This is an optimization exercise on Yosys and OpenROAD, whose aim is small area, not a production implementation.
Where RTL was checked, it was by simulation tests only, not by an equivalence proof against the original.

## v1
## axis_xgmii_tx
module axis_xgmii_tx (
    input  logic        clk,
    input  logic        rst,
    input  logic [63:0] tdata_i,
    input  logic [7:0]  tkeep_i,
    input  logic        tvalid_i,
    input  logic        tlast_i,
    input  logic        tuser_i,
    output logic        tready_o,
    output logic [63:0] xgmii_d_o,
    output logic [7:0]  xgmii_c_o
);
export LEC_CHECK = 0
export CAP_MARGIN = 20
export CORE_MARGIN = 2
export CORE_UTILIZATION = 55
export CTS_BUF_LIST = sky130_fd_sc_hd__clkbuf_8
export GPL_TIMING_DRIVEN = 1
export SETUP_SLACK_MARGIN = 0.05
export SLEW_MARGIN = 20
export SYNTH_HIERARCHICAL = 1
create_clock -name core_clock -period 9.0 [get_ports {clk}]
standard.sh (not shown) runs the stock make flow with config.mk's settings and CLKGATE_MAP_FILE= SYNTH_SCRIPT=/design/flow/synth_recipe.tcl, a recipe that flattens the netlist after the stock synthesis.
==> flow/flow/run.sh <==
#!/bin/bash
# Layout: the standard flow (standard synthesis unchanged), with the input and
# output port buffers made of the smallest plain buffer cell, and timing-driven global
# placement keeping only the resizer changes made once the placement has spread out.
set -euo pipefail
export BUFFER_PORTS_ARGS="-buffer_cell sky130_fd_sc_hd__buf_1"
export GPL_KEEP_OVERFLOW=0
bash standard.sh > standard_flow.log 2>&1
What v3 does differently from v1 at the input level:
- CELL_PAD_IN_SITES_DETAIL_PLACEMENT: unset -> 0
- PLACE_DENSITY: unset -> 0.75
- CELL_PAD_IN_SITES_GLOBAL_PLACEMENT: unset -> 0
==> flow/flow/run.sh <==
#!/bin/bash
# Layout: the standard flow (standard synthesis unchanged), with the input and
# output port buffers made of the smallest plain buffer cell.
set -euo pipefail
export BUFFER_PORTS_ARGS="-buffer_cell sky130_fd_sc_hd__buf_1"
bash standard.sh > standard_flow.log 2>&1
Findings:
- v3 reached the final stage; the timing, design-rule and antenna checks on its layout passed.
- STATUS shortest period the worst path allows: v3 wins against v1
- Comparing v1 against v3, there is no change at all in cell area after technology mapping.
- Compared with v1, v3 shows portion of the layout cell area used by non-clock buffers higher by 2.3 points.
Modified inputs, v40 compared to v3
- CORE_UTILIZATION changed from 55 to 50
- CELL_PAD_IN_SITES_GLOBAL_PLACEMENT removed (was 0)
- GPL_TIMING_DRIVEN changed from 1 to 0
- SETUP_SLACK_MARGIN changed from 0.05 to 0.1
- CELL_PAD_IN_SITES_DETAIL_PLACEMENT removed (was 0)
- PLACE_DENSITY removed (was 0.75)
Results
- Status | v40 and v3 | clean
- Diff v40..v3 | clock transition at the registers of the reported paths | negligible
- Between v40 and v3, the difference in detailed-route DRC error count is negligible.
- v3 ended up with xnor2_1 as its critical path's slowest cell; v40 ended up with xnor2_2.
- Diff v3 -> v40 | overall die width | increase of about 5%
- The fraction of area in clock buffers and inverters number comes out lower for v40 vs v3.
- Diff v3 -> v40: cell count held steady; non-clock buffer count shrank by 45; met3 layer usage reported by global route shrank by 0.73 points.

---

== run 1 ==
axis_xgmii_tx, a different RTL version from the one above (not shown whole).
Size: ~1100 cells after synthesis, about 170 flip-flops, about 150 I/O pins.
Settings: LEC_CHECK=0, CAP_MARGIN=20, CORE_MARGIN=2, CORE_UTILIZATION=55, CTS_BUF_LIST=sky130_fd_sc_hd__clkbuf_8, GPL_TIMING_DRIVEN=1, SETUP_SLACK_MARGIN=0.05, SLEW_MARGIN=20, SYNTH_HIERARCHICAL=1; clock period 9.0 ns.
==> flow/flow/run.sh <==
#!/bin/bash
# Layout: the standard synthesis unchanged, then the standard flow for the rest with
# the input and output port buffers made of the smallest plain buffer cell and the larger
# plain buffers left out of placement and timing repair.
set -euo pipefail
bash standard.sh synth > standard_synth.log 2>&1
export BUFFER_PORTS_ARGS="-buffer_cell sky130_fd_sc_hd__buf_1"
export DONT_USE_CELLS="sky130_fd_sc_hd__buf_4 sky130_fd_sc_hd__buf_6 sky130_fd_sc_hd__buf_8"
bash standard.sh > standard_flow.log 2>&1
Changes in run 2 relative to run 1:
==> flow/flow/run.sh <==
#!/bin/bash
# Layout: the standard flow (standard synthesis unchanged), with the input and
# output port buffers made of the smallest plain buffer cell.
set -euo pipefail
export BUFFER_PORTS_ARGS="-buffer_cell sky130_fd_sc_hd__buf_1"
bash standard.sh > standard_flow.log 2>&1
==> run summary <==
- Run 2 -> run 1: final worst slack flat
- Maximum frequency: run 1 vs run 2 identical
- Per the comparison of run 2 with run 1, die area shows no meaningful change; period utilization shows no meaningful change; via count of the first global-routing pass shows no meaningful change; setup fix buffers added after clock tree synthesis shows no meaningful change; via count shows no meaningful change.
- Reported for run 1 and run 2, post-route minimum period turned out identical to the last digit.
- As far as number of buffer cells added on primary ports goes, run 1 and run 2 are indistinguishable; the numbers are identical.
- Run 1 -> run 2: number of diodes delta 0, exact match
Changes in run 3 relative to run 2:
--- a/flow/config.mk
+++ b/flow/config.mk
@@ -8,5 +8,5 @@
 export CAP_MARGIN = 20
 export CORE_MARGIN = 2
-export CORE_UTILIZATION = 55
+export CORE_UTILIZATION = 62
 export CTS_BUF_LIST = sky130_fd_sc_hd__clkbuf_8
 export GPL_TIMING_DRIVEN = 1
- Run 3 vs run 2, detailed-router iteration count before antenna repair went up by 1.
- Between run 2 and run 3, the flow reports detailed-route wire length decreasing slightly.
Changes in run 4 relative to run 3:
--- a/flow/config.mk
+++ b/flow/config.mk
@@ -8,6 +8,8 @@
 export CAP_MARGIN = 20
 export CORE_MARGIN = 2
-export CORE_UTILIZATION = 62
+export CORE_UTILIZATION = 55
 export CTS_BUF_LIST = sky130_fd_sc_hd__clkbuf_8
+export CTS_CLUSTER_DIAMETER = 100
+export CTS_CLUSTER_SIZE = 20
 export GPL_TIMING_DRIVEN = 1
 export SETUP_SLACK_MARGIN = 0.05
--- outcome ---
- Run 4 ended up with a higher share of cells above drive strength 1 than run 3 did.
- Relative to run 3, the aggregate global-route resource usage of run 4 is lower by 4.1 points.
- The final standard cell count with taps included and fillers excluded of run 4 is higher than that of run 3.
- From run 3 to run 4 the numbers moved as follows: slew of the pin with the lowest slew margin picked up an extra 13 ps; aggregate negative setup slack neither gained nor lost much; final clock period utilization by the worst path lost 4.2 points.

---

## the reference run
RTL: one of the versions met above, not the one the previous note started from.
Size: ~1200 cells after synthesis, roughly 170 flip-flops.
==> flow/design.v (excerpt) <==
module axis_xgmii_tx (
    input  logic        clk,
    input  logic        rst,
    input  logic [63:0] tdata_i,
    input  logic [7:0]  tkeep_i,
    input  logic        tvalid_i,
    input  logic        tlast_i,
    input  logic        tuser_i,
    output logic        tready_o,
    output logic [63:0] xgmii_d_o,
    output logic [7:0]  xgmii_c_o
);
==> flow/config.mk <==
export PLATFORM = sky130hd
export DESIGN_NAME = axis_xgmii_tx
export DESIGN_NICKNAME = axis_xgmii_tx
export VERILOG_FILES = /design/flow/design.v
export SDC_FILE = /design/flow/constraint.sdc
export NUM_CORES = 4
export LEC_CHECK = 0
export CAP_MARGIN = 20
export CORE_MARGIN = 2
export CORE_UTILIZATION = 40
export CTS_BUF_LIST = sky130_fd_sc_hd__clkbuf_8
export GPL_TIMING_DRIVEN = 0
export SETUP_SLACK_MARGIN = 0.05
export SLEW_MARGIN = 20
export SYNTH_HIERARCHICAL = 1
==> flow/constraint.sdc <==
create_clock -name core_clock -period 9.0 [get_ports {clk}]
set_input_delay 1.8000 -clock core_clock [delete_from_list [all_inputs] [get_ports {clk}]]
set_output_delay 1.8000 -clock core_clock [all_outputs]
set_load 0.01 [all_outputs]
==> flow/flow/run.sh <==
#!/bin/bash
# Layout: the standard flow (standard synthesis unchanged), with the port buffers made of
# the smallest plain buffer and downsizing where slack allows.
set -euo pipefail
export BUFFER_PORTS_ARGS="-buffer_cell sky130_fd_sc_hd__buf_1"
export RECOVER_POWER=100
bash standard.sh > standard_flow.log 2>&1
Although it ran to completion, the reference run produced a layout that fails the final checks because of max-capacitance violations, max-slew violations.
[inputs] the trial run vs the reference run
# the reference run
export LEC_CHECK = 0
export CAP_MARGIN = 20
export CORE_MARGIN = 2
export CORE_UTILIZATION = 40
export CTS_BUF_LIST = sky130_fd_sc_hd__clkbuf_8
export GPL_TIMING_DRIVEN = 0
export SETUP_SLACK_MARGIN = 0.05
export SLEW_MARGIN = 20
export SYNTH_HIERARCHICAL = 1
create_clock -name core_clock -period 9.0 [get_ports {clk}]
# the trial run
export LEC_CHECK = 0
export CAP_MARGIN = 20
export CORE_MARGIN = 2
export CORE_UTILIZATION = 55
export CTS_BUF_LIST = sky130_fd_sc_hd__clkbuf_8
export GPL_TIMING_DRIVEN = 1
export SETUP_SLACK_MARGIN = 0.05
export SLEW_MARGIN = 20
export SYNTH_HIERARCHICAL = 1
create_clock -name core_clock -period 9.0 [get_ports {clk}]
==> flow/flow/run.sh <==
#!/bin/bash
# Layout: the standard flow (standard synthesis unchanged), with the input and
# output port buffers made of the smallest plain buffer cell, and timing-driven global
# placement keeping only the resizer changes made once the placement has spread out.
set -euo pipefail
export BUFFER_PORTS_ARGS="-buffer_cell sky130_fd_sc_hd__buf_1"
export GPL_KEEP_OVERFLOW=0.3
bash standard.sh > standard_flow.log 2>&1
## What came out
- The trial run finished every stage and its layout cleared the timing, design-rule and antenna checks.
- Between the reference run and the trial run, final core utilization increased.
- Non-clock buffer count of the trial run exceeds that of the reference run by more than a quarter.
- | register-to-register slack | the trial run vs the reference run | better |
- Comparing the reference run against the trial run, there is no change at all in count of H-tree levels built during CTS.
- Comparing global-route usage for the trial run and the reference run, the smaller number came from the reference run.

---

## run A
axis_xgmii_tx, a different RTL version from the one above (not shown whole).
Size in the first run: roughly 1000 cells after synthesis, about 170 flip-flops, ~150 I/O pins, about 0.012 mm² of cells after synthesis.
clock: 9.0 ns
lec_check: 0
cap_margin: 20
core_margin: 2
core_utilization: 40
gpl_timing_driven: 0
setup_slack_margin: 0.05
slew_margin: 20
synth_hierarchical: 1
==> flow/flow/run.sh <==
#!/bin/bash
# Layout: the standard flow (standard synthesis unchanged), with the port buffers made of
# the smallest plain buffer and downsizing where slack allows.
set -euo pipefail
export BUFFER_PORTS_ARGS="-buffer_cell sky130_fd_sc_hd__buf_1"
export RECOVER_POWER=100
bash standard.sh > standard_flow.log 2>&1
The following lists how run B was set up differently from run A:
--- a/flow/flow/run.sh
+++ b/flow/flow/run.sh
@@ -3 +3 @@
-# the smallest plain buffer and downsizing where slack allows.
+# the smallest plain buffer, timing repair by sizing only, and downsizing where slack allows.
@@ -5,0 +6 @@
+export SETUP_MOVE_SEQUENCE="unbuffer,sizeup,swap"
--- a/flow/config.mk
+++ b/flow/config.mk
@@ -12 +12 @@
-export SETUP_SLACK_MARGIN = 0.05
+export SETUP_SLACK_MARGIN = 0.2
[summary]
No crash in run B: every stage finished, but the layout fails its final checks due to setup timing.
When run B is set beside run A, its area added between synthesis and finish turns out to be 6.4 points smaller.
Taking run A as the reference, in run B aggregate global-route resource usage went down; global-route wire length before repair moved down.
Lower sequential share of layout area among run A and run B: run A
[inputs] run C vs run B
==> flow/flow/run.sh <==
#!/bin/bash
# Layout: the standard flow (standard synthesis unchanged), with the input and
# output port buffers made of the smallest plain buffer cell.
set -euo pipefail
export BUFFER_PORTS_ARGS="-buffer_cell sky130_fd_sc_hd__buf_1"
bash standard.sh > standard_flow.log 2>&1
## What came out
Summary: with run B as the reference, count of buffers not belonging to the clock network in the layout in run C moved up by more than 100%.
In the reports for run C and run B, the larger met3 layer wire length in the routed design belongs to run C.
Comparing worst setup slack after layout for run C and run B, the bigger number came from run C.
Run C: PASS, flow complete, no timing, DRC or antenna violations
#### Input delta (run D over run C)
--- a/flow/config.mk
+++ b/flow/config.mk
@@ -10,3 +10,4 @@
-export CORE_UTILIZATION = 40
-export GPL_TIMING_DRIVEN = 0
-export SETUP_SLACK_MARGIN = 0.2
+export CORE_UTILIZATION = 55
+export CTS_BUF_LIST = sky130_fd_sc_hd__clkbuf_8
+export GPL_TIMING_DRIVEN = 1
+export SETUP_SLACK_MARGIN = 0.05
[summary]
- Of run C and run D, the higher final area belongs to run C.
- For run D, the origin of the worst setup path was d1_q[0], unlike run C, where it was crc_q[7].
- Run D vs. run C: area fraction of clock buffers and clock inverters dropped 0.45 points, height of the die dropped 14%.
- The setup slack of run D is smaller than that of run C.
- Run D has normalized max-slew margin above what run C had.
- Going from run C to run D, via count of the first global-routing pass shrinks by about 4.5%.
- Between run C and run D, post-DP HPWL is lower for run D, run C comes in above that.
No functional check of the RTL was part of any run of this note.

-- afterwards: timing with drivers on the ports --
No port has a modelled driver above. Below, the same layouts with a new extraction and two added sets of constraints. Step 1: set_driving_cell puts a clkbuf_16 on clk and a buf_2 on each other input, an assumption about the parent block. Step 2, shift: input delay + t, output delay - t, t = (earliest + latest rising clock arrival at the registers) / 2. This alone moves slack from input paths to output paths. Three values: ideal ports, drivers, drivers and shift; two values: the first two.
run | t (ns) | slack for setup (ns) | worst register clock-pin slew, ns | pins driven straight from the clock port
v1 | 0.526 | 0.276 / 0.276 / 0.276 | 0.11 / 0.11 | 1
v3 | 0.518 | 0.420 / 0.420 / 0.420 | 0.12 / 0.12 | 1
v40 | 0.508 | 0.201 / 0.201 / 0.201 | 0.11 / 0.11 | 1
run 1 | 0.506 | 0.608 / 0.608 / 0.608 | 0.10 / 0.10 | 1
run 2 | 0.506 | 0.608 / 0.608 / 0.608 | 0.10 / 0.10 | 1
run 3 | 0.525 | 0.227 / 0.227 / 0.227 | 0.12 / 0.12 | 1
run 4 | 0.506 | 0.608 / 0.608 / 0.608 | 0.10 / 0.10 | 1
the reference run | 0.548 | 0.324 / 0.324 / 0.324 | 0.11 / 0.11 | 1
the trial run | 0.515 | 0.370 / 0.370 / 0.370 | 0.12 / 0.12 | 1
run A | 0.500 | 0.287 / 0.287 / 0.287 | 0.08 / 0.08 | 1
run B | 0.502 | -0.410 / -0.410 / -0.410 | 0.08 / 0.08 | 1
run C | 0.504 | 0.283 / 0.283 / 0.283 | 0.08 / 0.08 | 1
run D | 0.521 | 0.275 / 0.275 / 0.275 | 0.12 / 0.12 | 1
